Context: an optimization exercise on an open-source flow, tuned for small area. The choices shown serve that exercise and are no tape-out recipe.
The RTL was checked by simulation tests, not by an equivalence proof against the original design.
Power and IR drop assume default switching activity.

**flow/design.v**
```verilog
package srio_pkg;
    parameter int BEAT_W         = 64;       
    parameter int WORD_W         = 256;      
    parameter int BEATS_PER_WORD = WORD_W / BEAT_W;
    parameter int ID_W           = 16;       
    typedef logic [BEAT_W-1:0] beat_t;
    typedef logic [WORD_W-1:0] word_t;
    typedef logic [ID_W-1:0]   dev_id_t;
    typedef struct packed
    {
        beat_t data;
        logic  last;                         
    } link_beat_s;
    typedef struct packed
    {
        dev_id_t     dest_id;
        dev_id_t     source_id;
        logic [31:0] beat_cnt;               
    } pkt_hdr_s;
    typedef enum logic [1:0]
    {
        TX_IDLE,
        TX_HEADER,
        TX_PAYLOAD
    } tx_state_e;
    typedef enum logic [1:0]
    {
        RX_HEADER,
        RX_ACCEPT,
        RX_DISCARD
    } rx_state_e;
endpackage
`timescale 1ns/1ps
module srio_reset_ctrl
(
    input  logic clk_50m,
    input  logic rst_n,
    input  logic srio_core_rst,
    input  logic fiber_sw_rst,
    input  logic loop_flush,
    output logic core_rst
);
    logic fiber_sw_rst_r1;
    logic fiber_sw_rst_r2;
    always_ff @(posedge clk_50m)
    begin
        if (!rst_n)
        begin
            fiber_sw_rst_r1 <= 1'b0;
            fiber_sw_rst_r2 <= 1'b0;
        end
        else
        begin
            fiber_sw_rst_r1 <= fiber_sw_rst;         
            fiber_sw_rst_r2 <= fiber_sw_rst_r1;
        end
    end
    always_ff @(posedge clk_50m)
    begin
        core_rst <= !rst_n              
                  | srio_core_rst       
                  | fiber_sw_rst_r2     
                  | loop_flush;         
    end
endmodule
`timescale 1ns/1ps
module srio_loopback_ctrl
#(
    parameter int LOOP_RST_CYCLES = 16
)
(
    input  logic                   clk_50m,
    input  logic                   rst_n,
    input  logic                   loopback_sel,
    output logic                   loop_flush,
    input  srio_pkg::link_beat_s   tx_link,         
    input  logic                   tx_link_valid,
    output logic                   tx_link_ready,
    output srio_pkg::link_beat_s   link_tx,         
    output logic                   link_tx_valid,
    input  logic                   link_tx_ready,
    input  srio_pkg::link_beat_s   link_rx,         
    input  logic                   link_rx_valid,
    output logic                   link_rx_ready,
    output srio_pkg::link_beat_s   rx_link,         
    output logic                   rx_link_valid,
    input  logic                   rx_link_ready
);
    localparam int CNT_W = $clog2(LOOP_RST_CYCLES + 1);
    logic             sel_r1;
    logic             sel_r2;
    logic             loop_en;                      
    logic [CNT_W-1:0] flush_cnt;
    always_ff @(posedge clk_50m)
    begin
        if (!rst_n)
        begin
            sel_r1     <= 1'b0;
            sel_r2     <= 1'b0;
            loop_en    <= 1'b0;
            loop_flush <= 1'b0;
            flush_cnt  <= '0;
        end
        else
        begin
            sel_r1 <= loopback_sel;
            sel_r2 <= sel_r1;
            if (sel_r2 != loop_en)                  
            begin
                loop_en    <= sel_r2;
                loop_flush <= 1'b1;
                flush_cnt  <= CNT_W'(LOOP_RST_CYCLES - 1);
            end
            else if (loop_flush)
            begin
                if (flush_cnt == '0)
                    loop_flush <= 1'b0;             
                else
                    flush_cnt <= flush_cnt - 1'b1;
            end
        end
    end
    assign link_tx       = tx_link;
    assign link_tx_valid = tx_link_valid & ~loop_en;    
    assign link_rx_ready = rx_link_ready & ~loop_en;
    assign rx_link       = loop_en ? tx_link : link_rx;
    assign rx_link_valid = loop_en ? tx_link_valid : link_rx_valid;
    assign tx_link_ready = loop_en ? rx_link_ready : link_tx_ready;
endmodule
`timescale 1ns/1ps
import srio_pkg::*;
module srio_us_buffer
#(
    parameter int US_DEPTH     = 8,
    parameter int US_PROG_FULL = 6
)
(
    input  logic                 clk_50m,
    input  logic                 core_rst,
    input  logic                 wr_en,
    input  srio_pkg::word_t      wr_data,
    output logic                 prog_full,
    output srio_pkg::beat_t      beat_data,
    input  logic                 beat_pop,
    output logic                 word_end,      
    output logic                 two_words      
);
    localparam int CNT_W = $clog2(US_DEPTH + 1);
    localparam int IDX_W = $clog2(BEATS_PER_WORD);
    logic [WORD_W-1:0] mem [0:US_DEPTH-1];
    logic [US_DEPTH-1:0] wr_oh;
    logic [US_DEPTH-1:0] rd_oh;
    logic [CNT_W-1:0]  word_cnt;                
    logic [IDX_W-1:0]  beat_idx;                
    logic              push;
    logic              pop_word;
    assign push     = wr_en && (word_cnt != CNT_W'(US_DEPTH));   
    assign word_end = (beat_idx == IDX_W'(BEATS_PER_WORD - 1));
    assign pop_word = beat_pop && word_end;
    always_ff @(posedge clk_50m)
    begin
        for (int s = 0; s < US_DEPTH; s++)
            if (push && wr_oh[s])
                mem[s] <= wr_data;
    end
    always_ff @(posedge clk_50m)
    begin
        if (core_rst)
        begin
            wr_oh    <= US_DEPTH'(1);
            rd_oh    <= US_DEPTH'(1);
            word_cnt <= '0;
            beat_idx <= '0;
        end
        else
        begin
            if (push)
                wr_oh <= {wr_oh[US_DEPTH-2:0], wr_oh[US_DEPTH-1]};
            if (pop_word)
                rd_oh <= {rd_oh[US_DEPTH-2:0], rd_oh[US_DEPTH-1]};
            if (beat_pop)
                beat_idx <= beat_idx + 1'b1;
            word_cnt <= word_cnt + CNT_W'(push) - CNT_W'(pop_word);
        end
    end
    always_comb
    begin
        beat_data = '0;
        for (int s = 0; s < US_DEPTH; s++)
            for (int b = 0; b < BEATS_PER_WORD; b++)
                beat_data = beat_data
                          | (mem[s][b*BEAT_W +: BEAT_W]
                             & {BEAT_W{rd_oh[s] && (beat_idx == IDX_W'(b))}});
    end
    assign prog_full = (word_cnt >= CNT_W'(US_PROG_FULL));
    assign two_words = (word_cnt >= CNT_W'(2));
endmodule
`timescale 1ns/1ps
import srio_pkg::*;
module srio_ds_buffer
#(
    parameter int DS_DEPTH     = 8,
    parameter int DS_PROG_FULL = 6
)
(
    input  logic              clk_50m,
    input  logic              core_rst,
    input  logic              put,
    input  srio_pkg::beat_t   put_data,
    output logic              prog_full,
    input  logic              rd_en,
    output srio_pkg::word_t   rd_data,
    output logic              empty
);
    localparam int SLOTS = DS_PROG_FULL;
    localparam int CNT_W = $clog2(SLOTS + 1);
    localparam int IDX_W = $clog2(BEATS_PER_WORD);
    logic [WORD_W-1:0] mem [0:SLOTS-1];
    logic [SLOTS-1:0]  wr_oh;                    
    logic [SLOTS-1:0]  rd_oh;                    
    logic [IDX_W-1:0]  gather_idx;               
    logic [CNT_W-1:0]  word_cnt;
    logic              push;
    logic              pop;
    assign push = put && (gather_idx == IDX_W'(BEATS_PER_WORD - 1));
    assign pop  = rd_en && !empty;
    always_ff @(posedge clk_50m)
    begin
        for (int s = 0; s < SLOTS; s++)
            for (int b = 0; b < BEATS_PER_WORD; b++)
                if (put && wr_oh[s] && (gather_idx == IDX_W'(b)))
                    mem[s][b*BEAT_W +: BEAT_W] <= put_data;
    end
    always_ff @(posedge clk_50m)
    begin
        if (core_rst)
        begin
            gather_idx <= '0;
            wr_oh      <= SLOTS'(1);
            rd_oh      <= SLOTS'(1);
            word_cnt   <= '0;
        end
        else
        begin
            if (put)
                gather_idx <= gather_idx + 1'b1;
            if (push)
                wr_oh <= {wr_oh[SLOTS-2:0], wr_oh[SLOTS-1]};
            if (pop)
                rd_oh <= {rd_oh[SLOTS-2:0], rd_oh[SLOTS-1]};
            word_cnt <= word_cnt + CNT_W'(push) - CNT_W'(pop);
        end
    end
    always_comb
    begin
        rd_data = '0;
        for (int s = 0; s < SLOTS; s++)
            rd_data = rd_data | (mem[s] & {WORD_W{rd_oh[s]}});
    end
    assign empty     = (word_cnt == '0);
    assign prog_full = (word_cnt >= CNT_W'(DS_PROG_FULL));
endmodule
`timescale 1ns/1ps
import srio_pkg::*;
module srio_app_fsm
#(
    parameter int ONCE_LEN = 8
)
(
    input  logic                   clk_50m,
    input  logic                   core_rst,
    input  logic                   link_up,
    input  srio_pkg::dev_id_t      device_id_set,
    input  srio_pkg::dev_id_t      dest_id,
    output srio_pkg::dev_id_t      device_id,
    output srio_pkg::dev_id_t      source_id,
    output logic                   id_set_done,
    input  logic                   two_words,
    input  logic                   word_end,
    input  srio_pkg::beat_t        beat_data,
    output logic                   beat_pop,
    output srio_pkg::link_beat_s   tx_link,
    output logic                   tx_link_valid,
    input  logic                   tx_link_ready,
    input  srio_pkg::link_beat_s   rx_link,
    input  logic                   rx_link_valid,
    output logic                   rx_link_ready,
    output logic                   put,
    output srio_pkg::beat_t        put_data,
    input  logic                   ds_prog_full
);
    srio_pkg::tx_state_e        tx_state;
    srio_pkg::rx_state_e        rx_state;
    logic             tx_word2;                 
    srio_pkg::pkt_hdr_s         tx_hdr;
    srio_pkg::pkt_hdr_s         rx_hdr;
    logic             tx_start;
    logic             rx_take;
    always_ff @(posedge clk_50m)
    begin
        if (core_rst)
            id_set_done <= 1'b0;
        else if (!id_set_done)
        begin
            device_id   <= device_id_set;       
            id_set_done <= 1'b1;
        end
    end
    assign source_id = device_id;
    assign tx_hdr   = {dest_id, device_id, 32'(ONCE_LEN)};
    assign tx_start = link_up && id_set_done && two_words;
    assign beat_pop = tx_link_ready
                    && ((tx_state == TX_HEADER) || (tx_state == TX_PAYLOAD && !tx_link.last));
    always_ff @(posedge clk_50m)
    begin
        if (core_rst)
        begin
            tx_state      <= TX_IDLE;
            tx_link_valid <= 1'b0;
        end
        else
        begin
            case (tx_state)
                TX_IDLE:
                    if (tx_start)
                    begin
                        tx_link_valid <= 1'b1;
                        tx_state      <= TX_HEADER;
                    end
                TX_HEADER:
                    if (tx_link_ready)
                        tx_state <= TX_PAYLOAD;
                TX_PAYLOAD:
                    if (tx_link_ready && tx_link.last)
                    begin
                        tx_link_valid <= 1'b0;
                        tx_state      <= TX_IDLE;
                    end
                default:
                    tx_state <= TX_IDLE;
            endcase
        end
    end
    always_ff @(posedge clk_50m)
    begin
        if (tx_state == TX_IDLE)
        begin
            tx_word2 <= 1'b0;
            if (tx_start)
                tx_link <= {tx_hdr, 1'b0};
        end
        else if (beat_pop)
        begin
            tx_link <= {beat_data, tx_word2 && word_end};
            if (word_end)
                tx_word2 <= 1'b1;
        end
    end
    assign rx_link_ready = id_set_done && !ds_prog_full;
    assign rx_take       = rx_link_valid && rx_link_ready;
    assign rx_hdr        = rx_link.data;
    assign put           = rx_take && (rx_state == RX_ACCEPT);
    assign put_data      = rx_link.data;
    always_ff @(posedge clk_50m)
    begin
        if (core_rst)
            rx_state <= RX_HEADER;
        else if (rx_take)
        begin
            if (rx_link.last)
                rx_state <= RX_HEADER;
            else if (rx_state == RX_HEADER)
                rx_state <= (rx_hdr.dest_id == device_id) ? RX_ACCEPT : RX_DISCARD;
        end
    end
endmodule
`timescale 1ns/1ps
import srio_pkg::*;
module srio_1x_wrapper
#(
    parameter int ONCE_LEN        = 8,          
    parameter int US_DEPTH        = 8,
    parameter int DS_DEPTH        = 8,
    parameter int US_PROG_FULL    = 6,
    parameter int DS_PROG_FULL    = 6,
    parameter int LOOP_RST_CYCLES = 16
)
(
    input  logic                   clk_50m,
    input  logic                   rst_n,
    input  logic                   srio_core_rst,
    input  logic                   fiber_sw_rst,
    input  logic                   loopback_sel,        
    input  logic                   link_up,
    input  srio_pkg::dev_id_t      dest_id,
    input  srio_pkg::dev_id_t      device_id_set,
    output srio_pkg::dev_id_t      device_id,
    output srio_pkg::dev_id_t      source_id,
    output logic                   id_set_done,
    input  logic                   wr_en,               
    input  srio_pkg::word_t        wr_data,
    output logic                   prog_full,
    input  logic                   rd_en,               
    output srio_pkg::word_t        rd_data,
    output logic                   empty,
    output srio_pkg::link_beat_s   link_tx,
    output logic                   link_tx_valid,
    input  logic                   link_tx_ready,
    input  srio_pkg::link_beat_s   link_rx,
    input  logic                   link_rx_valid,
    output logic                   link_rx_ready
);
    logic               core_rst;
    logic               loop_flush;
    srio_pkg::link_beat_s         tx_link;
    logic               tx_link_valid;
    logic               tx_link_ready;
    srio_pkg::link_beat_s         rx_link;
    logic               rx_link_valid;
    logic               rx_link_ready;
    srio_pkg::beat_t              beat_data;
    logic               beat_pop;
    logic               word_end;
    logic               two_words;
    logic               put;
    srio_pkg::beat_t              put_data;
    logic               ds_prog_full;
    srio_reset_ctrl u_reset_ctrl
    (
        .clk_50m       (clk_50m),
        .rst_n         (rst_n),
        .srio_core_rst (srio_core_rst),
        .fiber_sw_rst  (fiber_sw_rst),
        .loop_flush    (loop_flush),
        .core_rst      (core_rst)
    );
    srio_loopback_ctrl #(.LOOP_RST_CYCLES(LOOP_RST_CYCLES)) u_loopback
    (
        .clk_50m       (clk_50m),
        .rst_n         (rst_n),           
        .loopback_sel  (loopback_sel),
        .loop_flush    (loop_flush),
        .tx_link       (tx_link),
        .tx_link_valid (tx_link_valid),
        .tx_link_ready (tx_link_ready),
        .link_tx       (link_tx),
        .link_tx_valid (link_tx_valid),
        .link_tx_ready (link_tx_ready),
        .link_rx       (link_rx),
        .link_rx_valid (link_rx_valid),
        .link_rx_ready (link_rx_ready),
        .rx_link       (rx_link),
        .rx_link_valid (rx_link_valid),
        .rx_link_ready (rx_link_ready)
    );
    srio_us_buffer #(
        .US_DEPTH     (US_DEPTH),
        .US_PROG_FULL (US_PROG_FULL)
    ) u_us_buffer
    (
        .clk_50m     (clk_50m),
        .core_rst    (core_rst),
        .wr_en       (wr_en),
        .wr_data     (wr_data),
        .prog_full   (prog_full),
        .beat_data   (beat_data),
        .beat_pop    (beat_pop),
        .word_end    (word_end),
        .two_words   (two_words)
    );
    srio_app_fsm #(.ONCE_LEN(ONCE_LEN)) u_app_fsm
    (
        .clk_50m       (clk_50m),
        .core_rst      (core_rst),
        .link_up       (link_up),
        .device_id_set (device_id_set),
        .dest_id       (dest_id),
        .device_id     (device_id),
        .source_id     (source_id),
        .id_set_done   (id_set_done),
        .two_words     (two_words),
        .word_end      (word_end),
        .beat_data     (beat_data),
        .beat_pop      (beat_pop),
        .tx_link       (tx_link),
        .tx_link_valid (tx_link_valid),
        .tx_link_ready (tx_link_ready),
        .rx_link       (rx_link),
        .rx_link_valid (rx_link_valid),
        .rx_link_ready (rx_link_ready),
        .put           (put),
        .put_data      (put_data),
        .ds_prog_full  (ds_prog_full)
    );
    srio_ds_buffer #(.DS_DEPTH(DS_DEPTH), .DS_PROG_FULL(DS_PROG_FULL)) u_ds_buffer
    (
        .clk_50m   (clk_50m),
        .core_rst  (core_rst),
        .put       (put),
        .put_data  (put_data),
        .prog_full (ds_prog_full),
        .rd_en     (rd_en),
        .rd_data   (rd_data),
        .empty     (empty)
    );
endmodule
```
**flow/run.sh**
```bash
#!/bin/bash
# synth_recipe.tcl (not shown) runs the flow's synth.tcl, then flattens the netlist and writes it again
# the make line also repeats each setting of config.mk as NAME=value (left out here)
make -C /OpenROAD-flow-scripts/flow DESIGN_CONFIG=/design/flow/config.mk WORK_HOME=/design/flow/orfs CLKGATE_MAP_FILE= SYNTH_SCRIPT=/design/flow/synth_recipe.tcl finish
```
**flow/config.mk**
```make
export PLATFORM = sky130hd
export DESIGN_NAME = srio_1x_wrapper
export DESIGN_NICKNAME = srio_1x_wrapper
export VERILOG_FILES = /design/flow/design.v
export SDC_FILE = /design/flow/constraint.sdc
export NUM_CORES = 4
export LEC_CHECK = 0
export CAP_MARGIN = 20
export CORE_MARGIN = 2
export CORE_UTILIZATION = 40
export SLEW_MARGIN = 20
```
**flow/constraint.sdc**
```tcl
create_clock -name core_clock -period 10.0 [get_ports {clk_50m}]
set_input_delay 2.0000 -clock core_clock [delete_from_list [all_inputs] [get_ports {clk_50m}]]
set_output_delay 2.0000 -clock core_clock [all_outputs]
set_load 0.01 [all_outputs]
```
==> flow_summary.toml, run 1 <==
[run_status]
outcome = "timing/DRC/antenna clean"

[finish]
nets = 8435
syn2layout_area_growth_pct = 18.5
post-route-util = 0.475
fillCellCount = 27800
final_layout_size_suffix_gt1_frac = 0.0987

[timing]
clock.fmax_mhz = 164
setup-violations-final = 0
layout_min_cycle_time_ns = 6.09
setup-tns-final_ns = 0
finalCritPeriodShare = 0.609
rsz0062_at_grt = "no"
hold_violations = 0
skew_ns = 0.0912
maxSlewViolCount = 0
slew_headroom = 0.148
worst_pin_slew_ns = 1.28

[die]
die_y_um = 584
die_x_um = 584
rows = 213
die_area_um2 = 342000
ios = 721
fp.coreArea_um2 = 336000
start_util = 0.401

[routing]
vias = 78800
ant_nets = 0
wirelength_mm = 444
drt_iter0_markers = 10500
drt-pass1-iter-count = 8
viasPerCell = 6.09
drc = 0
wire_per_inst_um = 34.3

[setup_path]
worst-r2r-cell-count = 6
endpoint_kind = "output pin"
regToRegStartpoint = "u_us_buffer.rd_oh[3]$_SDFFE_PP0P_"
crit_path_frequent_cell = "buf_4"
cp_slowest_cell = "buf_4"
worstSetupStartpoint = "u_ds_buffer.rd_oh[0]$_SDFFE_PP1P_"
start_kind = "flip-flop"
cp-endpoint = "rd_data[117]"
timing_worst_setup_path_type = "flip-flop to output pin"
rr_endpoint = "u_app_fsm.tx_link[28]$_SDFFCE_PP0P_"
crit_chain = "buf_4 -> buf_4 -> a22oi_1 -> nand3_1 -> clkdlybuf4s50_1"
cp_max_fo = 59
cp.required_ns = 8.00
timing.reg2reg.setup_slack_ns = 5.50
crit_arrival_ns = 4.09
cpPeakStageDelay_ns = 0.76

[synthesis]
synth.most_common_cell = "edfxtp_1"
ys_types = 69
yosys-top-cells-count = "edfxtp_1 (3,665), a22oi_1 (1,506), nand3_1 (311)"
ys_ff_latch = 3723
avgSynthCellArea_um2 = 18.4
netlist_area_um2 = 135000
synth_area_leaders = "edfxtp_1 (82%), a22oi_1 (8.4%), nand3_1 (1.2%), a21oi_1 (0.91%), dfxtp_1 (0.86%)"
async_reset_ff_frac = 0
synth_edf_count = 3665
seq_area_frac_synth = 0.825
synth_flop_cell = "edfxtp_1"
yosysTopAreaCellShare = 0.817
synth_area_leader_cell = "edfxtp_1"
synthCells = 7314
synth.yosys.warnings = 7

[global_route]
overflow = 0
antenna_found_initial = 121
grt_max_degree = 144
grt_pass1_vias = 75400
track_usage = 0.252
grt_pass1_wl_mm = 608

[power_and_ir_drop]
switching_share = 0.201
p_int_w = 0.0257
ir_drop_mv = 0.158
pwr-share-comb = 0.020
power_switching_w = 0.00647
power.density_nw_per_um2 = 201
pwr-share-clk = 0.441
total_leakage_power_nw = 48.6
p_seq_frac = 0.539

[placed_design]
finalWeightedCongestion = 0.823
dp.final_hpwl_mm = 260
portBuffers = 720

[hold_path]
holdCritPathClass = "flip-flop to flip-flop"

[clock_network]
cts_hold_buffers = 0
clock_latency_ns = 0.98
htreeDepth = 5
cts_setup_buffers = 0
clock-root-buffer = "clkbuf_16"
path_clk_slew_ns = 0.06
cts_buffer_depth = 4
cts_buffers = 384
cts_tree = "yes"
post_cts_resized = 0
clock_sinks = 3723

[flow_run]
maxCapViolations = 0
==> metrics by stage <==
stage / total power [W] / worst slack [ns] / instances / hold WS [ns] / area, um^2
CTS: 0.0323 / 3.84 / 12900 / 0.439 / 160000
detailed placement: 0.0183 / 4.51 / 12200 / 0.423 / 147000
finish: 0.0321 / 3.91 / 12900 / 0.437 / 160000
global route: 0.0329 / 3.71 / 12900 / 0.449 / 160000
floorplan: 0.0178 / 1.45 / 7314 / 0.400 / 135000
global placement: 0.0183 / 3.98 / 12200 / 0.421 / 147000
==> sequential cells by signal (all words and copies together), names as in the netlist, 2 cells and up <==
signal	flops
u_ds_buffer.rd_oh	6
u_us_buffer.rd_oh	8
u_loopback.flush_cnt	5
u_app_fsm.tx_state	2
u_app_fsm.tx_link	65
u_us_buffer.beat_idx	2
u_us_buffer.wr_oh	8
u_ds_buffer.gather_idx	2
u_ds_buffer.wr_oh	6
u_us_buffer.mem	2048
u_app_fsm.rx_state	2
u_ds_buffer.word_cnt	3
u_ds_buffer.mem	1536
u_us_buffer.word_cnt	4
u_app_fsm.device_id	16
==> cells in the final DEF, fill, tap and decap left out, drive strengths merged, types with 25 or more instances in the layout <==
master | netlist | final
a21oi | 244 | 244
a31oi | 51 | 51
and3 | 25 | 25
a22oi | 1508 | 1508
edfxtp | 3665 | 3665
nor2 | 103 | 103
a221oi | 25 | 25
nor4 | 40 | 40
inv | 41 | 50
nand3 | 311 | 311
buf | 241 | 148
mux2 | 65 | 65
dfxtp | 58 | 58
clkbuf | 277 | 461
nor3 | 48 | 48
a32oi | 25 | 25
a22o | 75 | 75
o22ai | 115 | 115
diode | 0 | 52
bufinv | 0 | 40
nand2 | 60 | 60
a222oi | 96 | 96
clkinv | 5 | 185
clkdlybuf4s50 | 0 | 720
==> per-layer routing <==
layer / vias up / routed length, um / track usage
met5: - / 469 / 0
met4: 74 / 13500 / 0.0793
met3: 698 / 44900 / 0.0523
met2: 4478 / 215000 / 0.413
met1: 41300 / 170000 / 0.338
li1: 32200 / - / -
==> worst max-delay path, delay by kind of cell (launching register included) <==
| kind | cells | cell delay [ns] |
|---|---|---|
| flops | 1 | 0.68 |
| compound gates | 1 | 0.20 |
| simple gates | 1 | 0.18 |
| buf+inv | 3 | 1.96 |
==> kinds of logic after synthesis <==
logic type,count (synthesis),share of synthesized area
adders and majority gates,22,0.00215
AOI/OAI and AO/OA,2246,0.123
muxes,74,0.00610
xor gates and xnor gates,25,0.00162
DFF,3723,0.825
buffers and inverters,564,0.0175
and+or+nand+nor,660,0.0247
==> area by class of cell <==
type,instances,area (um^2),area share
clock buffers,461,10000,0.0627
multi-input cells,3027,21400,0.134
inverters,46,243,0.00152
flip-flops and latches,3723,111000,0.697
clock inverters,236,2430,0.0152
diodes,52,130,0.000815
repair buffers,868,8550,0.0535
well taps,4515,5650,0.0354
==> worst min-delay path by stage <==
stage / slack (ns) / start / endpoint / cells after the start
floorplan: 0.40 / u_reset_ctrl.fiber_sw_rst_r2$_SDFF_PN0_ / u_reset_ctrl.core_rst$_DFF_P_ / 1
global placement: 0.42 / u_loopback.sel_r1$_SDFF_PN0_ / u_loopback.sel_r2$_SDFF_PN0_ / 1
detailed placement: 0.42 / u_loopback.sel_r1$_SDFF_PN0_ / u_loopback.sel_r2$_SDFF_PN0_ / 1
CTS: 0.44 / u_reset_ctrl.fiber_sw_rst_r1$_SDFF_PN0_ / u_reset_ctrl.fiber_sw_rst_r2$_SDFF_PN0_ / 1
global route: 0.45 / u_reset_ctrl.fiber_sw_rst_r1$_SDFF_PN0_ / u_reset_ctrl.fiber_sw_rst_r2$_SDFF_PN0_ / 1
finish: 0.44 / u_reset_ctrl.fiber_sw_rst_r2$_SDFF_PN0_ / u_reset_ctrl.core_rst$_DFF_P_ / 1
==> power groups by stage <==
stage	clock network (W)	logic [W]	registers [W]
2_1_floorplan	0	0.000187	0.0176
6_report	0.0142	0.000633	0.0173
5_1_grt	0.0149	0.000675	0.0173
4_1_cts	0.0144	0.000639	0.0173
3_3_place_gp	0	0.000618	0.0176
3_5_place_dp	0	0.000637	0.0176
==> run 2: changes to the inputs <==
--- a/flow/design.v
+++ b/flow/design.v
@@ -149,13 +149,17 @@
     localparam int IDX_W = $clog2(BEATS_PER_WORD);
     logic [WORD_W-1:0] mem [0:US_DEPTH-1];
     logic [US_DEPTH-1:0] wr_oh;
-    logic [US_DEPTH-1:0] rd_oh;
+    logic [US_DEPTH*BEATS_PER_WORD-1:0] sel_oh;    
     logic [CNT_W-1:0]  word_cnt;                
-    logic [IDX_W-1:0]  beat_idx;                
     logic              push;
     logic              pop_word;
     assign push     = wr_en && (word_cnt != CNT_W'(US_DEPTH));   
-    assign word_end = (beat_idx == IDX_W'(BEATS_PER_WORD - 1));
+    always_comb
+    begin
+        word_end = 1'b0;
+        for (int s = 0; s < US_DEPTH; s++)
+            word_end = word_end | sel_oh[s*BEATS_PER_WORD + BEATS_PER_WORD - 1];
+    end
     assign pop_word = beat_pop && word_end;
     always_ff @(posedge clk_50m)
     begin
@@ -168,18 +172,15 @@
         if (core_rst)
         begin
             wr_oh    <= US_DEPTH'(1);
-            rd_oh    <= US_DEPTH'(1);
+            sel_oh   <= (US_DEPTH*BEATS_PER_WORD)'(1);
             word_cnt <= '0;
-            beat_idx <= '0;
         end
         else
         begin
             if (push)
                 wr_oh <= {wr_oh[US_DEPTH-2:0], wr_oh[US_DEPTH-1]};
-            if (pop_word)
-                rd_oh <= {rd_oh[US_DEPTH-2:0], rd_oh[US_DEPTH-1]};
             if (beat_pop)
-                beat_idx <= beat_idx + 1'b1;
+                sel_oh <= {sel_oh[US_DEPTH*BEATS_PER_WORD-2:0], sel_oh[US_DEPTH*BEATS_PER_WORD-1]};
             word_cnt <= word_cnt + CNT_W'(push) - CNT_W'(pop_word);
         end
     end
@@ -190,7 +191,7 @@
             for (int b = 0; b < BEATS_PER_WORD; b++)
                 beat_data = beat_data
                           | (mem[s][b*BEAT_W +: BEAT_W]
-                             & {BEAT_W{rd_oh[s] && (beat_idx == IDX_W'(b))}});
+                             & {BEAT_W{sel_oh[s*BEATS_PER_WORD + b]}});
     end
     assign prog_full = (word_cnt >= CNT_W'(US_PROG_FULL));
     assign two_words = (word_cnt >= CNT_W'(2));
==> flow/flow/run.sh (new file) <==
#!/bin/bash
export BUFFER_PORTS_ARGS="-buffer_cell sky130_fd_sc_hd__buf_1"
bash standard.sh > standard.log 2>&1
status=$?
cp standard.sh standard_copy.sh.txt 2>/dev/null
exit $status
==> flow/standard.sh (new file) <==
#!/bin/bash
# synth_recipe.tcl (not shown) runs the flow's synth.tcl, then flattens the netlist and writes it again
# the make line also repeats each setting of config.mk as NAME=value (left out here)
make -C /OpenROAD-flow-scripts/flow DESIGN_CONFIG=/design/flow/config.mk WORK_HOME=/design/flow/orfs CLKGATE_MAP_FILE= SYNTH_SCRIPT=/design/flow/synth_recipe.tcl "${@:-finish}"
--- a/flow/config.mk
+++ b/flow/config.mk
@@ -8,4 +8,7 @@
 export CAP_MARGIN = 20
 export CORE_MARGIN = 2
 export CORE_UTILIZATION = 40
+export CTS_BUF_LIST = sky130_fd_sc_hd__clkbuf_8
+export CTS_CLUSTER_DIAMETER = 80
+export CTS_CLUSTER_SIZE = 16
 export SLEW_MARGIN = 20
removed: flow/run.sh
==> flow_summary.toml, run 2 <==
[run_status]
outcome = "timing/DRC/antenna clean"

[finish]
final_common_cell = "edfxtp_1"
multi_input_area_um2 = 19900
final_cells = 12200
post-route-util = 0.441
syn2layout_area_growth_pct = 9.49
nets = 8099
top_regs = "u_us_buffer.mem x2048, u_ds_buffer.mem x1536, u_app_fsm.tx_link x65"
largest_reg_flops = 2048
area.sequential_um2 = 112000
final_cell_mix = "edfxtp_1 (3,665), a22oi_1 (1,696), buf_1 (720), nand3_1 (303), clkbuf_8 (281)"
final_layout_size_suffix_gt1_frac = 0.0805
largest-register = "u_us_buffer.mem"
fillCellCount = 28700

[synthesis]
synth_area_leader_cell = "edfxtp_1"
yosysTopAreaCellShare = 0.826
synth.most_common_cell = "edfxtp_1"
synth_area_leaders = "edfxtp_1 (83%), a22oi_1 (9.6%), dfxtp_1 (1.2%), nand3_1 (1.1%), nand4_1 (0.99%)"
synth_flop_cell = "edfxtp_1"
netlist_area_um2 = 133000
ys_ff_latch = 3745
ys_types = 46
avgSynthCellArea_um2 = 19.0
synth.yosys.warnings = 7
yosys-top-cells-count = "edfxtp_1 (3,665), a22oi_1 (1,696), clkbuf_1 (325)"
synthCells = 7011
seq_area_frac_synth = 0.838
synth_edf_count = 3665
async_reset_ff_frac = 0

[hold_path]
holdCritPathClass = "flip-flop to flip-flop"

[setup_path]
cp_max_fo = 57
start_kind = "flip-flop"
endpoint_kind = "output pin"
crit_arrival_ns = 3.97
timing_worst_setup_path_type = "flip-flop to output pin"
cp.required_ns = 8.00

[timing]
worst_pin_slew_ns = 1.13
skew_ns = 0.166
setup-violations-final = 0
clock.fmax_mhz = 168
maxSlewViolCount = 0
setup-tns-final_ns = 0
whs_ns = 0.440
slew_headroom = 0.246
finalCritPeriodShare = 0.597
hold_violations = 0
rsz0062_at_grt = "no"
layout_min_cycle_time_ns = 5.97

[global_route]
grt_max_degree = 143
grt_pass1_wl_mm = 605
antenna_found_initial = 137
track_usage = 0.254
grt_pass1_vias = 73100
overflow = 0

[placed_design]
dp.final_hpwl_mm = 257
finalWeightedCongestion = 0.822
portBuffers = 720
dp_cells = 11800

[routing]
ant_nets = 0
drt_iter0_markers = 11000
vias = 76200
wirelength_mm = 444
drc = 0
drt-pass1-iter-count = 6
viasPerCell = 6.24
wire_per_inst_um = 36.3

[clock_network]
cts_tree = "yes"
cts_hold_buffers = 0
post_cts_resized = 0
htreeDepth = 5
cts_setup_buffers = 0
clock-root-buffer = "clkbuf_8"
cts_buffers = 280
clock_sinks = 3745
clock_latency_ns = 1.15
path_clk_slew_ns = 0.11
cts_buffer_depth = 4

[die]
start_util = 0.403
die_area_um2 = 338000
ios = 721
die_y_um = 581
fp.coreArea_um2 = 331000
die_x_um = 581
rows = 211

[flow_run]
maxCapViolations = 0

[power_and_ir_drop]
ir_drop_mv = 0.108
total_leakage_power_nw = 42.9
power.density_nw_per_um2 = 175
[run 2: cell types whose count changed after synthesis, sizes merged, moves of 51 or more]
cell / change
nand4: +196
a22oi: +188
a21oi: -155
buf: -120
o22ai: -115
a222oi: -63
a22o: -59
a31oi: -51
[run 2: final cells by class]
type	count	area share
Antenna cell	47	0.000806
Clock buffer	281	0.0265
Clock inverter	94	0.00467
Inverter	27	0.000737
Multi-Input combinational cell	2793	0.136
Sequential cell	3745	0.766
Tap cell	4366	0.0374
Timing Repair Buffer	870	0.0274
[run 2: worst max-delay path: stages, from the launching register on]
cell and delay [ns]:
dfxtp_4 0.75, buf_4 0.76, buf_4 0.69, a22oi_1 0.20, nand3_1 0.22, buf_1 0.19
[run 2: logic make-up after synthesis]
logic type                 Yosys count  synth area share
AOI/OAI and AO/OA                 1866             0.105
DFF                               3745             0.838
adders and majority gates           19           0.00190
xor gates and xnor gates            25           0.00164
muxes                               99           0.00824
and+or+nand+nor                    784            0.0315
buffers and inverters              473            0.0144
[run 2: worst paths after layout]
kind | start | to | slack (ns) | depth (start not counted)
worst max-delay path | u_ds_buffer.rd_oh[1]$_SDFFE_PP0P_ | rd_data[107] | 4.03 | 5
worst min-delay path | u_reset_ctrl.fiber_sw_rst_r2$_SDFF_PN0_ | u_reset_ctrl.core_rst$_DFF_P_ | 0.44 | 1
worst max register to register | u_loopback.loop_en$_SDFFE_PN0P_ | u_ds_buffer.mem[3][225]$_DFFE_PP_ | 6.13 | 8
worst min register to register | u_reset_ctrl.fiber_sw_rst_r2$_SDFF_PN0_ | u_reset_ctrl.core_rst$_DFF_P_ | 0.44 | 1
[run 2: power breakdown]
group,total [W],internal (W),switching [W]
registers,0.0174,0.0173,0.0000406
logic,0.000552,0.0000858,0.000467
clock network,0.00763,0.00269,0.00494
[run 2: per-stage QoR]
| step | total power [W] | worst slack [ns] | instance area [um^2] |
|---|---|---|---|
| floorplan | 0.0179 | 1.20 | 133000 |
| global placement | 0.0183 | 4.98 | 141000 |
| detailed placement | 0.0183 | 4.89 | 141000 |
| CTS | 0.0257 | 3.96 | 146000 |
| global route | 0.0262 | 3.85 | 146000 |
| finish | 0.0255 | 4.03 | 146000 |
[run 2: layer usage]
layer / GRT usage / share of wire / up-vias
li1: - / - / 30600
met3: 0.0637 / 0.11 / 790
met5: 0 / 0.0019 / -
met4: 0.0773 / 0.032 / 136
met2: 0.412 / 0.48 / 4626
met1: 0.338 / 0.38 / 40100
==> run 3: changes to the inputs <==
--- a/flow/config.mk
+++ b/flow/config.mk
@@ -7,7 +7,7 @@
 export LEC_CHECK = 0
 export CAP_MARGIN = 20
 export CORE_MARGIN = 2
-export CORE_UTILIZATION = 40
+export CORE_UTILIZATION = 60
 export CTS_BUF_LIST = sky130_fd_sc_hd__clkbuf_8
 export CTS_CLUSTER_DIAMETER = 80
 export CTS_CLUSTER_SIZE = 16
==> flow_summary.toml, run 3 <==
[synthesis]
synth_edf_count = 3665
netlist_area_um2 = 133000
ys_ff_latch = 3745
synth.most_common_cell = "edfxtp_1"
synth_area_leader_cell = "edfxtp_1"
yosys-top-cells-count = "edfxtp_1 (3,665), a22oi_1 (1,696), clkbuf_1 (325)"
synth_area_leaders = "edfxtp_1 (83%), a22oi_1 (9.6%), dfxtp_1 (1.2%), nand3_1 (1.1%), nand4_1 (0.99%)"
async_reset_ff_frac = 0
ys_types = 46
seq_area_frac_synth = 0.838
avgSynthCellArea_um2 = 19.0
synthCells = 7011
synth.yosys.warnings = 7
yosysTopAreaCellShare = 0.826
synth_flop_cell = "edfxtp_1"

[finish]
final_layout_size_suffix_gt1_frac = 0.0768
top_regs = "u_us_buffer.mem x2048, u_ds_buffer.mem x1536, u_app_fsm.tx_link x65"
nets = 8099
largest-register = "u_us_buffer.mem"
final_cell_mix = "edfxtp_1 (3,665), a22oi_1 (1,696), buf_1 (720), nand3_1 (303), clkbuf_8 (291)"
final_common_cell = "edfxtp_1"
largest_reg_flops = 2048
syn2layout_area_growth_pct = 7.95

[timing]
slew_headroom = 0.176
worst_pin_slew_ns = 1.23
hold_violations = 0
setup_slack_ns = 3.69
setup-violations-final = 0
clock.fmax_mhz = 159
skew_ns = 0.0557
finalCritPeriodShare = 0.631
maxSlewViolCount = 0
layout_min_cycle_time_ns = 6.31
rsz0062_at_grt = "no"
setup-tns-final_ns = 0

[setup_path]
cp_slowest_cell = "dfxtp_4"
start_kind = "flip-flop"
critPathTopFamily = "buffers and inverters"
cp.buffers_inverters = 3
cpPeakStageDelay_ns = 1.01
crit_arrival_ns = 4.31
cp_max_fo = 146
cp.required_ns = 8.00
crit_chain = "buf_12 -> buf_4 -> a22oi_1 -> nand3_1 -> buf_1"
timing_worst_setup_path_type = "flip-flop to output pin"
endpoint_kind = "output pin"

[global_route]
grt_pass1_wl_mm = 576
grt_pass1_vias = 72700
track_usage = 0.367
grt_max_degree = 176
overflow = 0
antenna_found_initial = 107

[hold_path]
holdCritPathClass = "flip-flop to flip-flop"

[clock_network]
post_cts_resized = 0
cts_tree = "yes"
cts_buffer_depth = 4
htreeDepth = 5
cts_setup_buffers = 0
cts_hold_buffers = 0
path_clk_slew_ns = 0.12
clock_sinks = 3745
cts_buffers = 284
clock_latency_ns = 1.11
clock-root-buffer = "clkbuf_8"

[die]
rows = 173
fp.coreArea_um2 = 221000
die_y_um = 475
die_area_um2 = 226000
start_util = 0.602
ios = 721
die_x_um = 475

[placed_design]
pre_cts_slack_ns = 4.90
dp.final_hpwl_mm = 236
finalWeightedCongestion = 0.860
portBuffers = 720

[routing]
vias = 76500
drt-pass1-iter-count = 6
ant_nets = 0
viasPerCell = 7.08
drc = 0
drt_iter0_markers = 11800
wire_per_inst_um = 38.9
wirelength_mm = 420

[power_and_ir_drop]
power.density_nw_per_um2 = 175
ir_drop_mv = 0.178
total_leakage_power_nw = 42.7

[flow_run]
maxCapViolations = 0

[run_status]
outcome = "timing/DRC/antenna clean"
[run 3: cell counts after synthesis]
Identical to the previous run, type by type.
[run 3: final cells by class]
class                           count  area (um^2)
Clock buffer                      291         4010
Fill cell                       15300        77600
Timing Repair Buffer              866         3960
Tap cell                         2975         3720
Sequential cell                  3745       112000
Inverter                           27          114
Antenna cell                       58          145
Multi-Input combinational cell   2793        19900
Clock inverter                     53          226
[run 3: report_power, final]
part | switching [W] | internal [W]
combinational | 0.000463 | 0.0000873
sequential | 0.0000393 | 0.0173
clock | 0.00466 | 0.00266
total | 0.00516 | 0.0201
[run 3: through the flow]
step	cells	cell area (um^2)	power, W	util	hold WS, ns
6_report	10800	144000	0.0252	0.650	0.437
5_1_grt	10800	144000	0.0259	0.649	0.458
4_1_cts	10700	144000	0.0253	0.649	0.447
3_5_place_dp	10400	139000	0.0183	0.630	0.421
3_3_place_gp	10400	139000	0.0182	0.630	0.409
2_1_floorplan	7011	133000	0.0179	-	0.400
[run 3: final timing paths]
check	to	startpoint	slack, ns	cells past startpoint
worst min-delay path	u_reset_ctrl.core_rst$_DFF_P_	u_reset_ctrl.fiber_sw_rst_r2$_SDFF_PN0_	0.44	1
worst max register to register	u_us_buffer.mem[6][138]$_DFFE_PP_	u_us_buffer.word_cnt[2]$_SDFF_PP0_	6.26	8
worst min register to register	u_reset_ctrl.core_rst$_DFF_P_	u_reset_ctrl.fiber_sw_rst_r2$_SDFF_PN0_	0.44	1
worst max-delay path	rd_data[1]	u_ds_buffer.rd_oh[5]$_SDFFE_PP0P_	3.69	5
[run 3: cell families after synthesis]
family / Yosys count / synth area share
AO/OA/AOI/OAI: 1866 / 0.105
XOR/XNOR: 25 / 0.00164
adder cells (fa/ha/maj): 19 / 0.00190
multiplexers: 99 / 0.00824
AND/OR/NAND/NOR: 784 / 0.0315
buffers and inverters: 473 / 0.0144
flip-flops: 3745 / 0.838
[run 3: layer usage]
| metal | wire length, um | part of all wire | global-route usage | vias up |
|---|---|---|---|---|
| met5 | 657 | 0.0016 | 0.00299 | - |
| met1 | 156000 | 0.37 | 0.507 | 40000 |
| met2 | 197000 | 0.47 | 0.566 | 5003 |
| met3 | 48400 | 0.12 | 0.0913 | 878 |
| li1 | - | - | - | 30600 |
| met4 | 18500 | 0.044 | 0.153 | 84 |
==> run 4: changes to the inputs <==
--- a/flow/design.v
+++ b/flow/design.v
@@ -147,7 +147,7 @@
 );
     localparam int CNT_W = $clog2(US_DEPTH + 1);
     localparam int IDX_W = $clog2(BEATS_PER_WORD);
-    logic [WORD_W-1:0] mem [0:US_DEPTH-1];
+    logic [US_DEPTH-1:0][WORD_W-1:0] mem;    
     logic [US_DEPTH-1:0] wr_oh;
     logic [US_DEPTH*BEATS_PER_WORD-1:0] sel_oh;    
     logic [CNT_W-1:0]  word_cnt;                
@@ -161,11 +161,14 @@
             word_end = word_end | sel_oh[s*BEATS_PER_WORD + BEATS_PER_WORD - 1];
     end
     assign pop_word = beat_pop && word_end;
+    logic [US_DEPTH-1:0] wr_sel;
+    logic [US_DEPTH-1:0] keep;
+    assign wr_sel = wr_oh & {US_DEPTH{push}};
+    assign keep   = ~(wr_oh & {US_DEPTH{word_cnt != CNT_W'(US_DEPTH)}});
     always_ff @(posedge clk_50m)
     begin
         for (int s = 0; s < US_DEPTH; s++)
-            if (push && wr_oh[s])
-                mem[s] <= wr_data;
+            mem[s] <= (mem[s] & {WORD_W{keep[s]}}) | (wr_data & {WORD_W{wr_sel[s]}});
     end
     always_ff @(posedge clk_50m)
     begin
@@ -216,7 +219,7 @@
     localparam int SLOTS = DS_PROG_FULL;
     localparam int CNT_W = $clog2(SLOTS + 1);
     localparam int IDX_W = $clog2(BEATS_PER_WORD);
-    logic [WORD_W-1:0] mem [0:SLOTS-1];
+    logic [SLOTS-1:0][WORD_W-1:0] mem;       
     logic [SLOTS-1:0]  wr_oh;                    
     logic [SLOTS-1:0]  rd_oh;                    
     logic [IDX_W-1:0]  gather_idx;               
@@ -225,12 +228,19 @@
     logic              pop;
     assign push = put && (gather_idx == IDX_W'(BEATS_PER_WORD - 1));
     assign pop  = rd_en && !empty;
+    logic [BEATS_PER_WORD-1:0] beat_oh;
+    logic                      not_full;
+    assign not_full = (word_cnt != CNT_W'(SLOTS));
+    always_comb
+        for (int b = 0; b < BEATS_PER_WORD; b++)
+            beat_oh[b] = (gather_idx == IDX_W'(b));
     always_ff @(posedge clk_50m)
     begin
         for (int s = 0; s < SLOTS; s++)
             for (int b = 0; b < BEATS_PER_WORD; b++)
-                if (put && wr_oh[s] && (gather_idx == IDX_W'(b)))
-                    mem[s][b*BEAT_W +: BEAT_W] <= put_data;
+                mem[s][b*BEAT_W +: BEAT_W]
+                    <= (mem[s][b*BEAT_W +: BEAT_W] & {BEAT_W{!(wr_oh[s] && beat_oh[b] && not_full)}})
+                     | (put_data & {BEAT_W{put && wr_oh[s] && beat_oh[b]}});
     end
     always_ff @(posedge clk_50m)
     begin
==> flow/flow/run.sh (replaced) <==
#!/bin/bash
export BUFFER_PORTS_ARGS="-buffer_cell sky130_fd_sc_hd__buf_1"
bash standard.sh > standard.log 2>&1
==> flow_summary.toml, run 4 <==
[finish]
fillCellCount = 18900
final_cell_mix = "nand2_1 (3,872), dfxtp_1 (3,624), o21ai_0 (3,510), a22oi_1 (1,706), buf_1 (719)"
post-route-util = 0.643
largest_reg_flops = 2048
syn2layout_area_growth_pct = 6.22
largest-register = "u_us_buffer.mem"
final_layout_size_suffix_gt1_frac = 0.0463
final_common_cell = "nand2_1"
nets = 15600
top_regs = "u_us_buffer.mem x2048, u_ds_buffer.mem x1536, u_app_fsm.tx_link x65"

[clock_network]
cts_setup_buffers = 0
path_clk_slew_ns = 0.11
cts_buffer_depth = 4
htreeDepth = 5
clock_latency_ns = 1.10
clock_sinks = 3745
cts_buffers = 284
clock-root-buffer = "clkbuf_8"
post_cts_resized = 0
cts_hold_buffers = 0
cts_tree = "yes"

[synthesis]
synth_area_leader_cell = "dfxtp_1"
synth.most_common_cell = "nand2_1"
seq_area_frac_synth = 0.569
async_reset_ff_frac = 0
netlist_area_um2 = 133000
synth_flop_cell = "dfxtp_1"
ys_ff_latch = 3745
yosys-top-cells-count = "nand2_1 (3,912), dfxtp_1 (3,664), o21ai_0 (3,510)"
avgSynthCellArea_um2 = 8.65
ys_types = 47
yosysTopAreaCellShare = 0.551
synthCells = 15400
synth_edf_count = 81
synth_area_leaders = "dfxtp_1 (55%), o21ai_0 (13%), nand2_1 (11%), a22oi_1 (9.6%), clkbuf_1 (3.4%)"
synth.yosys.warnings = 5

[run_status]
outcome = "failed layout checks"
so_faults = "antenna rules"

[timing]
hold_violations = 0
slew_headroom = 0.125
skew_ns = 0.0468
worst_pin_slew_ns = 1.30
setup-tns-final_ns = 0
rsz0062_at_grt = "no"
finalCritPeriodShare = 0.598
setup-violations-final = 0
maxSlewViolCount = 0
clock.fmax_mhz = 167
layout_min_cycle_time_ns = 5.98

[global_route]
grt_pass1_wl_mm = 731
grt_max_degree = 227
antenna_found_initial = 28
grt_pass1_vias = 112000
track_usage = 0.433
overflow = 0

[power_and_ir_drop]
total_leakage_power_nw = 66.6
power.density_nw_per_um2 = 176
ir_drop_mv = 0.155

[routing]
drt_iter0_markers = 15700
wire_per_inst_um = 27.7
viasPerCell = 6.54
drc = 0
vias = 120000
drt-pass1-iter-count = 8
ant_nets = 1
wirelength_mm = 507

[setup_path]
endpoint_kind = "output pin"
worst-r2r-cell-count = 7
cpPeakStageDelay_ns = 0.88
rr_endpoint = "u_app_fsm.tx_link[20]$_SDFFCE_PP0P_"
cp.required_ns = 8.00
start_kind = "flip-flop"
cp_max_fo = 143
crit_arrival_ns = 3.98
crit_chain = "buf_12 -> a22oi_1 -> nand3_1 -> buf_1"
cp_slowest_cell = "dfxtp_4"
regToRegStartpoint = "u_ds_buffer.word_cnt[1]$_SDFF_PP0_"
timing.reg2reg.setup_slack_ns = 6.21
timing_worst_setup_path_type = "flip-flop to output pin"

[placed_design]
finalWeightedCongestion = 0.889
dp.final_hpwl_mm = 286
portBuffers = 720

[die]
die_x_um = 475
fp.coreArea_um2 = 220000
start_util = 0.605
ios = 721
die_y_um = 475
die_area_um2 = 226000
rows = 172

[hold_path]
whs_path_depth = 2
holdCritPathClass = "flip-flop to flip-flop"
hold_end = "u_ds_buffer.mem[25]$_DFF_P_"
hold_start = "u_ds_buffer.mem[25]$_DFF_P_"

[flow_run]
maxCapViolations = 0
==> run 4: where the power goes <==
part	switching [W]	internal (W)	total, W
Sequential	0.000409	0.0157	0.0161
Clock	0.00482	0.00273	0.00754
Combinational	0.000857	0.000384	0.00124
Total	0.00608	0.0188	0.0249
==> run 4: worst max path at each step <==
stage | from | endpoint | slack (ns)
global route | u_ds_buffer.rd_oh[3]$_SDFFE_PP0P_ | rd_data[235] | 4.09
finish | u_ds_buffer.rd_oh[0]$_SDFFE_PP1P_ | rd_data[242] | 4.02
detailed placement | link_rx_valid | u_ds_buffer.mem[258]$_DFF_P_ | 5.27
floorplan | link_tx_ready | u_app_fsm.tx_link[0]$_SDFFCE_PP0P_ | 5.25
global placement | link_tx_ready | u_us_buffer.word_cnt[2]$_SDFF_PP0_ | 5.23
CTS | u_ds_buffer.rd_oh[3]$_SDFFE_PP0P_ | rd_data[55] | 4.25
==> run 4: layout make-up <==
class                      instances  area [um^2]  area share
antenna                           19         47.5    0.000336
clock buffer                     297         4090      0.0289
clock inverter                    39          191     0.00135
inverter                          21         78.8    0.000557
multi-input combinational      10300        52800       0.373
sequential                      3745        75900       0.537
tap                             2958         3700      0.0262
timing repair buffer             948         4670      0.0330
==> run 4: logic make-up (layout without fill, tap and decap cells) <==
| family | count (synthesis) | count (layout) | share of synthesized area |
|---|---|---|---|
| AOI/OAI and AO/OA | 5445 | 5445 | 0.239 |
| DFF | 3745 | 3745 | 0.569 |
| adders and majority gates | 19 | 19 | 0.00190 |
| and+or+nand+nor | 4675 | 4675 | 0.141 |
| other | 0 | 19 | 0 |
| muxes | 99 | 99 | 0.00745 |
| buffers and inverters | 1384 | 1305 | 0.0401 |
| xor gates and xnor gates | 25 | 25 | 0.00164 |
==> run 4: critical path, delay by kind of cell (launching register included) <==
| kind | cells | cell delay [ns] |
|---|---|---|
| flops | 1 | 0.88 |
| compound gates | 1 | 0.29 |
| buf+inv | 2 | 0.74 |
| simple gates | 1 | 0.45 |
==> run 4: through the flow <==
stage | instance area [um^2] | instances | setup WS (ns) | hold WS, ns | total power, W
2_1_floorplan | 133000 | 15400 | 5.25 | 0.400 | 0.0171
3_3_place_gp | 137000 | 17900 | 5.23 | 0.420 | 0.0175
3_5_place_dp | 137000 | 17900 | 5.27 | 0.420 | 0.0177
4_1_cts | 141000 | 18300 | 4.25 | 0.448 | 0.0248
5_1_grt | 141000 | 18300 | 4.09 | 0.465 | 0.0257
6_report | 141000 | 18300 | 4.02 | 0.455 | 0.0249
==> run 4: per-layer routing <==
metal,GRT usage,share of wire,vias up
li1,-,-,53200
met1,0.553,0.38,57600
met2,0.665,0.43,7317
met3,0.0970,0.12,1558
met4,0.271,0.071,12
met5,0,0.00014,-
==> run 5: changes to the inputs <==
==> flow/flow/run.sh (replaced) <==
#!/bin/bash
export BUFFER_PORTS_ARGS="-buffer_cell sky130_fd_sc_hd__buf_1"
export REMOVE_ABC_BUFFERS=1
bash standard.sh > standard.log 2>&1
--- a/flow/config.mk
+++ b/flow/config.mk
@@ -7,8 +7,8 @@
 export LEC_CHECK = 0
 export CAP_MARGIN = 20
 export CORE_MARGIN = 2
-export CORE_UTILIZATION = 60
+export CORE_UTILIZATION = 70
 export CTS_BUF_LIST = sky130_fd_sc_hd__clkbuf_8
 export CTS_CLUSTER_DIAMETER = 80
-export CTS_CLUSTER_SIZE = 16
+export CTS_CLUSTER_SIZE = 14
 export SLEW_MARGIN = 20
==> flow_summary.toml, run 5 <==
[setup_path]
worst-r2r-cell-count = 12
crit_arrival_ns = 4.22
timing_worst_setup_path_type = "flip-flop to output pin"
start_kind = "flip-flop"
cp_max_fo = 77
endpoint_kind = "output pin"
cp.required_ns = 8.00

[routing]
wirelength_mm = 493
drt-pass1-iter-count = 12
vias = 123000
ant_nets = 0
viasPerCell = 6.86
drc = 0
drt_iter0_markers = 17600
wire_per_inst_um = 27.6

[die]
start_util = 0.703
ios = 721
die_x_um = 440
die_y_um = 440
fp.coreArea_um2 = 190000
die_area_um2 = 194000
rows = 160

[timing]
rsz0062_at_grt = "no"
skew_ns = 0.0444
finalCritPeriodShare = 0.622
slew_headroom = 0.128
setup-tns-final_ns = 0
worst_pin_slew_ns = 1.31
setup-violations-final = 0
maxSlewViolCount = 0
layout_min_cycle_time_ns = 6.22
hold_violations = 0
clock.fmax_mhz = 161

[clock_network]
clock-root-buffer = "clkbuf_8"
clock_sinks = 3745
path_clk_slew_ns = 0.09
cts_buffer_depth = 4
clock_latency_ns = 1.15
cts_hold_buffers = 0
cts_buffers = 317
post_cts_resized = 0
cts_setup_buffers = 0
cts_tree = "yes"
htreeDepth = 5

[global_route]
grt_pass1_wl_mm = 718
grt_max_degree = 228
antenna_found_initial = 41
overflow = 0
grt_pass1_vias = 115000
track_usage = 0.490

[hold_path]
holdCritPathClass = "flip-flop to flip-flop"
whs_path_depth = 2

[synthesis]
async_reset_ff_frac = 0
avgSynthCellArea_um2 = 8.65
yosysTopAreaCellShare = 0.551
ys_types = 47
ys_ff_latch = 3745
synth_area_leader_cell = "dfxtp_1"
synthCells = 15400
seq_area_frac_synth = 0.569
synth_edf_count = 81
yosys-top-cells-count = "nand2_1 (3,912), dfxtp_1 (3,664), o21ai_0 (3,510)"
synth.yosys.warnings = 5
synth_flop_cell = "dfxtp_1"
synth.most_common_cell = "nand2_1"
synth_area_leaders = "dfxtp_1 (55%), o21ai_0 (13%), nand2_1 (11%), a22oi_1 (9.6%), clkbuf_1 (3.4%)"
netlist_area_um2 = 133000

[power_and_ir_drop]
power.density_nw_per_um2 = 178
ir_drop_mv = 0.182
total_leakage_power_nw = 66.6

[finish]
largest-register = "u_us_buffer.mem"
final_cell_mix = "nand2_1 (3,872), dfxtp_1 (3,624), o21ai_0 (3,510), a22oi_1 (1,706), buf_1 (719)"
nets = 15700
final_common_cell = "nand2_1"
syn2layout_area_growth_pct = 5.86
final_layout_size_suffix_gt1_frac = 0.0439
largest_reg_flops = 2048
top_regs = "u_us_buffer.mem x2048, u_ds_buffer.mem x1536, u_app_fsm.tx_link x65"
post-route-util = 0.744

[placed_design]
portBuffers = 720
dp.final_hpwl_mm = 274
finalWeightedCongestion = 0.890

[flow_run]
maxCapViolations = 0

[run_status]
outcome = "timing/DRC/antenna clean"
-- run 5: stage by stage --
stage                     instance area, um^2  instances  hold WS (ns)  power, W  worst slack [ns]
after CTS                              141000      17800         0.453    0.0250              4.07
after global routing                   141000      17900         0.470    0.0258              3.89
after floorplan                        128000      14000         0.400    0.0171              1.33
final                                  141000      17900         0.454    0.0251              3.78
after global placement                 136000      17500         0.433    0.0175              4.92
after detailed placement               136000      17500         0.430    0.0176              5.00
-- run 5: layer usage --
layer  part of all wire  vias up  track usage
li1                   -    53300            -
met5            0.00016        -      0.00397
met1               0.34    57800        0.591
met3               0.13     2471        0.122
met4              0.093       12        0.393
met2               0.43     8958        0.745
-- run 5: worst paths after layout --
path,from,to,slack (ns)
max,u_ds_buffer.rd_oh[2]$_SDFFE_PP0P_,rd_data[133],3.78
min,u_ds_buffer.mem[51]$_DFF_P_,u_ds_buffer.mem[51]$_DFF_P_,0.45
max reg2reg,u_loopback.loop_en$_SDFFE_PN0P_,u_us_buffer.word_cnt[2]$_SDFF_PP0_,5.54
min reg2reg,u_ds_buffer.mem[51]$_DFF_P_,u_ds_buffer.mem[51]$_DFF_P_,0.45
-- run 5: kinds of logic after synthesis --
| logic type | share of synthesized area |
|---|---|
| xor+xnor | 0.00164 |
| compound gates | 0.239 |
| mux | 0.00745 |
| fa+ha+maj | 0.00190 |
| simple gates | 0.141 |
| buf+inv | 0.0401 |
| flops | 0.569 |
-- run 5: layout make-up --
type | instances | area (um^2)
Inverter | 21 | 78.8
Tap cell | 2511 | 3140
Sequential cell | 3745 | 75900
Fill cell | 14500 | 48600
Clock inverter | 53 | 223
Clock buffer | 325 | 4470
Timing Repair Buffer | 921 | 4440
Multi-Input combinational cell | 10300 | 52700
Antenna cell | 29 | 72.6
-- run 5: where the power goes --
group,switching (W),leakage [nW],internal [W]
Clock,0.00486,2.59,0.00295
Sequential,0.000426,30.7,0.0157
Combinational,0.000796,33.3,0.000374
Total,0.00608,66.6,0.0190
-- run 5: critical path: stages (launching register included) --
cell	delay, ns
dfxtp_4	1.08
buf_4	1.01
a22oi_1	0.22
nand3_1	0.37
buf_1	0.31
==> run 6: changes to the inputs <==
--- a/flow/config.mk
+++ b/flow/config.mk
@@ -10,5 +10,5 @@
 export CORE_UTILIZATION = 70
 export CTS_BUF_LIST = sky130_fd_sc_hd__clkbuf_8
 export CTS_CLUSTER_DIAMETER = 80
-export CTS_CLUSTER_SIZE = 14
+export CTS_CLUSTER_SIZE = 18
 export SLEW_MARGIN = 20
==> flow_summary.toml, run 6 <==
[timing]
setup-tns-final_ns = 0
finalCritPeriodShare = 0.613
whs_ns = 0.456
setup-violations-final = 0
maxSlewViolCount = 0
slew_headroom = 0.126
rsz0062_at_grt = "no"
worst_pin_slew_ns = 1.31
skew_ns = 0.0399
layout_min_cycle_time_ns = 6.13
setup_slack_ns = 3.87
hold_violations = 0
clock.fmax_mhz = 163

[clock_network]
cts_hold_buffers = 0
clock_latency_ns = 1.10
cts_buffers = 226
clock-root-buffer = "clkbuf_8"
path_clk_slew_ns = 0.11
cts_buffer_depth = 3
cts_setup_buffers = 0
clock_sinks = 3745
post_cts_resized = 0
cts_tree = "yes"
htreeDepth = 4

[global_route]
overflow = 0
grt_max_degree = 228
antenna_found_initial = 40
track_usage = 0.486
grt_pass1_vias = 114000
grt_pass1_wl_mm = 713

[power_and_ir_drop]
pwr-share-clk = 0.279
ir_drop_mv = 0.167
p_seq_frac = 0.672
finalPower_w = 0.0240
p_int_w = 0.0182
pwr-share-comb = 0.049
switching_share = 0.241
power_switching_w = 0.00579
total_leakage_power_nw = 66.0
power.density_nw_per_um2 = 172

[routing]
top_layer = "met5"
drt_iter0_markers = 16700
wire_per_inst_um = 27.5
vias = 122000
ant_nets = 0
viasPerCell = 6.84
met1_length_mm = 169
dr_wl_met2_mm = 210
wl_met3_mm = 65.6
wirelength_mm = 490
drc = 0
drt-pass1-iter-count = 9

[synthesis]
synth_flop_cell = "dfxtp_1"
synth-simple-area-share = 0.141
ys_ff_latch = 3745
seq_area_frac_synth = 0.569
synth.yosys.warnings = 5
synth_top_family_by_area = "compound AO/OA/AOI/OAI gates"
yosys.area_share.adder = 0.00190
yosys-top-cells-count = "nand2_1 (3,912), dfxtp_1 (3,664), o21ai_0 (3,510)"
synth_area_leader_cell = "dfxtp_1"
avgSynthCellArea_um2 = 8.65
synth.most_common_cell = "nand2_1"
synth_mux_area_frac = 0.00745
async_reset_ff_frac = 0
yosysTopAreaCellShare = 0.551
netlist_area_um2 = 133000
synth_xor_area_frac = 0.00164
synth_edf_count = 81
synthCells = 15400
synth_compound_area_frac = 0.239
ys_types = 47
synth_area_leaders = "dfxtp_1 (55%), o21ai_0 (13%), nand2_1 (11%), a22oi_1 (9.6%), clkbuf_1 (3.4%)"

[die]
fp.coreArea_um2 = 190000
rows = 160
ios = 721
start_util = 0.703
die_area_um2 = 194000
die_x_um = 440
die_y_um = 440

[setup_path]
timing_worst_setup_path_type = "flip-flop to output pin"
critPathTopFamily = "buffers and inverters"
cp.buffers_inverters = 2
crit_arrival_ns = 4.13
start_kind = "flip-flop"
crit_chain = "buf_4 -> a22oi_1 -> nand3_1 -> buf_1"
endpoint_kind = "output pin"
cpPeakStageDelay_ns = 1.07
cp.required_ns = 8.00
cp_max_fo = 77
cp_slowest_cell = "dfxtp_4"

[run_status]
outcome = "timing/DRC/antenna clean"

[hold_path]
holdCritPathClass = "flip-flop to flip-flop"

[finish]
nets = 15600
post-route-util = 0.737
top_regs = "u_us_buffer.mem x2048, u_ds_buffer.mem x1536, u_app_fsm.tx_link x65"
final_layout_size_suffix_gt1_frac = 0.0382
syn2layout_area_growth_pct = 4.92
largest-register = "u_us_buffer.mem"
final_cell_mix = "nand2_1 (3,872), dfxtp_1 (3,624), o21ai_0 (3,510), a22oi_1 (1,706), buf_1 (719)"
final_common_cell = "nand2_1"
largest_reg_flops = 2048

[placed_design]
finalWeightedCongestion = 0.890
portBuffers = 720
pre_cts_slack_ns = 5.00
dp.final_hpwl_mm = 274

[flow_run]
maxCapViolations = 0
run 6: changes by cell type in the layout (fill, tap and decap cells not counted):
cell,before,now
buf_4,185,186
clkbuf_8,325,235
clkinvlp_4,5,3
diode_2,29,31
inv_1,67,63
inv_12,0,1
inv_6,1,0
run 6: cells by family (layout without fill, tap and decap cells):
family,after synthesis,count (layout)
AO/OA/AOI/OAI,5445,5445
XOR/XNOR,25,25
adder cells (fa/ha/maj),19,19
buffers and inverters,1384,1225
flip-flops,3745,3745
multiplexers,99,99
other,0,31
AND/OR/NAND/NOR,4675,4675
run 6: final cells by class:
class                      instances  area (um^2)
inverter                          21         78.8
tap                             2511         3140
antenna                           31         77.6
timing repair buffer             922         4450
clock buffer                     235         3230
fill                           14700        49800
sequential                      3745        75900
multi-input combinational      10300        52700
clock inverter                    47          200
run 6: layer usage:
metal,GRT usage,vias to the layer above
li1,-,53100
met1,0.585,57400
met2,0.740,8811
met3,0.130,2341
met4,0.381,18
met5,0,-
run 6: path summary, 6_finish.rpt:
path                                     start                            endpoint  slack (ns)  cells after the start
max          u_ds_buffer.rd_oh[2]$_SDFFE_PP0P_                        rd_data[255]        3.87                      4
min                u_ds_buffer.mem[51]$_DFF_P_         u_ds_buffer.mem[51]$_DFF_P_        0.46                      2
max reg2reg    u_loopback.loop_en$_SDFFE_PN0P_  u_us_buffer.word_cnt[2]$_SDFF_PP0_        5.49                     12
min reg2reg        u_ds_buffer.mem[51]$_DFF_P_         u_ds_buffer.mem[51]$_DFF_P_        0.46                      2
run 6: stage by stage:
step / cells / area, um^2
floorplan: 14000 / 128000
global placement: 17500 / 136000
detailed placement: 17500 / 136000
CTS: 17700 / 139000
global route: 17800 / 140000
finish: 17800 / 140000
run 6: tightest hold or removal path, stage by stage (launching register included):
cell     delay [ns]
dfxtp_1        0.32
nand2_1        0.05
o21ai_1        0.05
run 6: power groups by stage:
stage	clock [W]	combinational (W)	sequential [W]
global route	0.00718	0.00132	0.0162
CTS	0.00663	0.00113	0.0161
finish	0.00670	0.00117	0.0161
floorplan	0	0.000732	0.0164
detailed placement	0	0.00113	0.0165
global placement	0	0.00106	0.0164
==> run 7: changes to the inputs <==
--- a/flow/config.mk
+++ b/flow/config.mk
@@ -5,10 +5,10 @@
 export SDC_FILE = /design/flow/constraint.sdc
 export NUM_CORES = 4
 export LEC_CHECK = 0
-export CAP_MARGIN = 20
+export CAP_MARGIN = 10
 export CORE_MARGIN = 2
-export CORE_UTILIZATION = 70
+export CORE_UTILIZATION = 76
 export CTS_BUF_LIST = sky130_fd_sc_hd__clkbuf_8
 export CTS_CLUSTER_DIAMETER = 80
 export CTS_CLUSTER_SIZE = 18
-export SLEW_MARGIN = 20
+export SLEW_MARGIN = 10
==> flow_summary.toml, run 7 <==
[global_route]
overflow = 0
grt_max_degree = 238
grt_util_met1 = 0.624
use_met2 = 0.774
grt_use_met3 = 0.188
top_usage_layer = "met2"

[power_and_ir_drop]
p_int_w = 0.0182
switching_share = 0.243
pwr-share-comb = 0.050
power_switching_w = 0.00584

[finish]
stdcell_area_um2 = 139000
final_common_cell = "nand2_1"
largest-register = "u_us_buffer.mem"
final_cell_mix = "nand2_1 (3,872), dfxtp_1 (3,624), o21ai_0 (3,510), a22oi_1 (1,706), buf_1 (719)"
top_regs = "u_us_buffer.mem x2048, u_ds_buffer.mem x1536, u_app_fsm.tx_link x65"
largest_reg_flops = 2048
syn2layout_area_growth_pct = 4.57

[clock_network]
cts_hold_buffers = 0
cts_setup_buffers = 0
htreeDepth = 4
clock_sinks = 3745
clock_latency_ns = 1.11
cts_buffers = 226
cts_tree = "yes"

[timing]
finalCritPeriodShare = 0.643
setup-violations-final = 0
maxSlewViolCount = 0
rsz0062_at_grt = "no"
setup-tns-final_ns = 0
skew_ns = 0.0378

[die]
start_util = 0.765
die_x_um = 423
fp.coreArea_um2 = 174000
rows = 153
die_y_um = 423
ios = 721

[synthesis]
ys_ff_latch = 3745
synth_flop_cell = "dfxtp_1"
netlist_area_um2 = 133000
ys_types = 47
synth.yosys.warnings = 5
yosysTopAreaCellShare = 0.551
async_reset_ff_frac = 0
synth.most_common_cell = "nand2_1"
yosys-top-cells-count = "nand2_1 (3,912), dfxtp_1 (3,664), o21ai_0 (3,510)"
synth_edf_count = 81
avgSynthCellArea_um2 = 8.65

[placed_design]
dp.final_hpwl_mm = 270
finalWeightedCongestion = 0.920
dp_cells = 17300

[setup_path]
timing.reg2reg.setup_slack_ns = 5.12
cpPeakStageDelay_ns = 1.12
rr_endpoint = "u_ds_buffer.mem[158]$_DFF_P_"
cp_slowest_cell = "dfxtp_4"
crit_arrival_ns = 4.43
cp.required_ns = 8.00
crit_chain = "buf_12 -> a22oi_1 -> nand3_1 -> buf_1"
cp_max_fo = 182
worst-r2r-cell-count = 8
endpoint_kind = "output pin"

[hold_path]
whs_path_depth = 2
hold_end = "u_ds_buffer.mem[1494]$_DFF_P_"
hold_start = "u_ds_buffer.mem[1494]$_DFF_P_"
holdCritPathClass = "flip-flop to flip-flop"

[routing]
viasPerCell = 7.08
drc = 0
drt-pass1-iter-count = 14
wirelength_mm = 491
wire_per_inst_um = 27.9
ant_nets = 0

[run_status]
outcome = "timing/DRC/antenna clean"
[run 7: cell counts after synthesis]
No cell type changed its count.
[run 7: worst max-delay path: cells and delay by family (launching register included)]
family | cells | cell delay [ns]
AND/OR/NAND/NOR | 1 | 0.17
AO/OA/AOI/OAI | 1 | 0.24
buffers and inverters | 2 | 1.43
flip-flops | 1 | 1.12
[run 7: cell type report]
cell class	instances	area [um^2]	area share
tap	2325	2910	0.0209
inverter	21	78.8	0.000566
multi-input combinational	10300	52600	0.377
timing repair buffer	909	4270	0.0307
clock buffer	228	3140	0.0225
antenna	47	118	0.000844
sequential	3745	75900	0.545
clock inverter	60	290	0.00208
[run 7: worst max-delay path by stage]
stage | end | cells past startpoint | start | slack (ns)
after floorplan | u_us_buffer.mem[0]$_DFF_P_ | 5 | u_us_buffer.word_cnt[2]$_SDFF_PP0_ | 1.33
after global placement | u_app_fsm.tx_link[55]$_DFFE_PP_ | 6 | link_tx_ready | 4.90
after detailed placement | u_app_fsm.tx_link[16]$_SDFFCE_PP0P_ | 6 | link_tx_ready | 4.83
after CTS | rd_data[70] | 5 | u_ds_buffer.rd_oh[2]$_SDFFE_PP0P_ | 3.91
after global routing | rd_data[142] | 4 | u_ds_buffer.rd_oh[0]$_SDFFE_PP1P_ | 3.76
final | rd_data[142] | 4 | u_ds_buffer.rd_oh[0]$_SDFFE_PP1P_ | 3.57
[run 7: power groups by stage]
| stage | Clock, W | Sequential, W | Combinational, W |
|---|---|---|---|
| after floorplan | 0 | 0.0164 | 0.000732 |
| after global placement | 0 | 0.0164 | 0.00105 |
| after detailed placement | 0 | 0.0165 | 0.00114 |
| after CTS | 0.00654 | 0.0161 | 0.00114 |
| after global routing | 0.00710 | 0.0162 | 0.00134 |
| final | 0.00667 | 0.0161 | 0.00120 |
[run 7: kinds of logic (layout without fill, tap and decap cells)]
family | Yosys count | count (layout) | share of synthesized area
compound gates | 5445 | 5445 | 0.239
other cells | 0 | 47 | 0
buf+inv | 1384 | 1218 | 0.0401
xor+xnor | 25 | 25 | 0.00164
simple gates | 4675 | 4675 | 0.141
flops | 3745 | 3745 | 0.569
fa+ha+maj | 19 | 19 | 0.00190
mux | 99 | 99 | 0.00745
[run 7: stage by stage]
step | worst slack [ns] | total power [W] | hold WS (ns) | utilization
2_1_floorplan | 1.33 | 0.0171 | 0.400 | -
6_report | 3.57 | 0.0240 | 0.457 | 0.800
3_3_place_gp | 4.90 | 0.0174 | 0.428 | 0.780
3_5_place_dp | 4.83 | 0.0176 | 0.427 | 0.780
5_1_grt | 3.76 | 0.0246 | 0.474 | 0.800
4_1_cts | 3.91 | 0.0238 | 0.456 | 0.799
[run 7: per-layer routing]
layer / up-vias / part of all wire
li1: 53100 / -
met1: 58200 / 0.33
met2: 10300 / 0.41
met3: 2979 / 0.16
met4: 44 / 0.10
met5: - / 0.00075
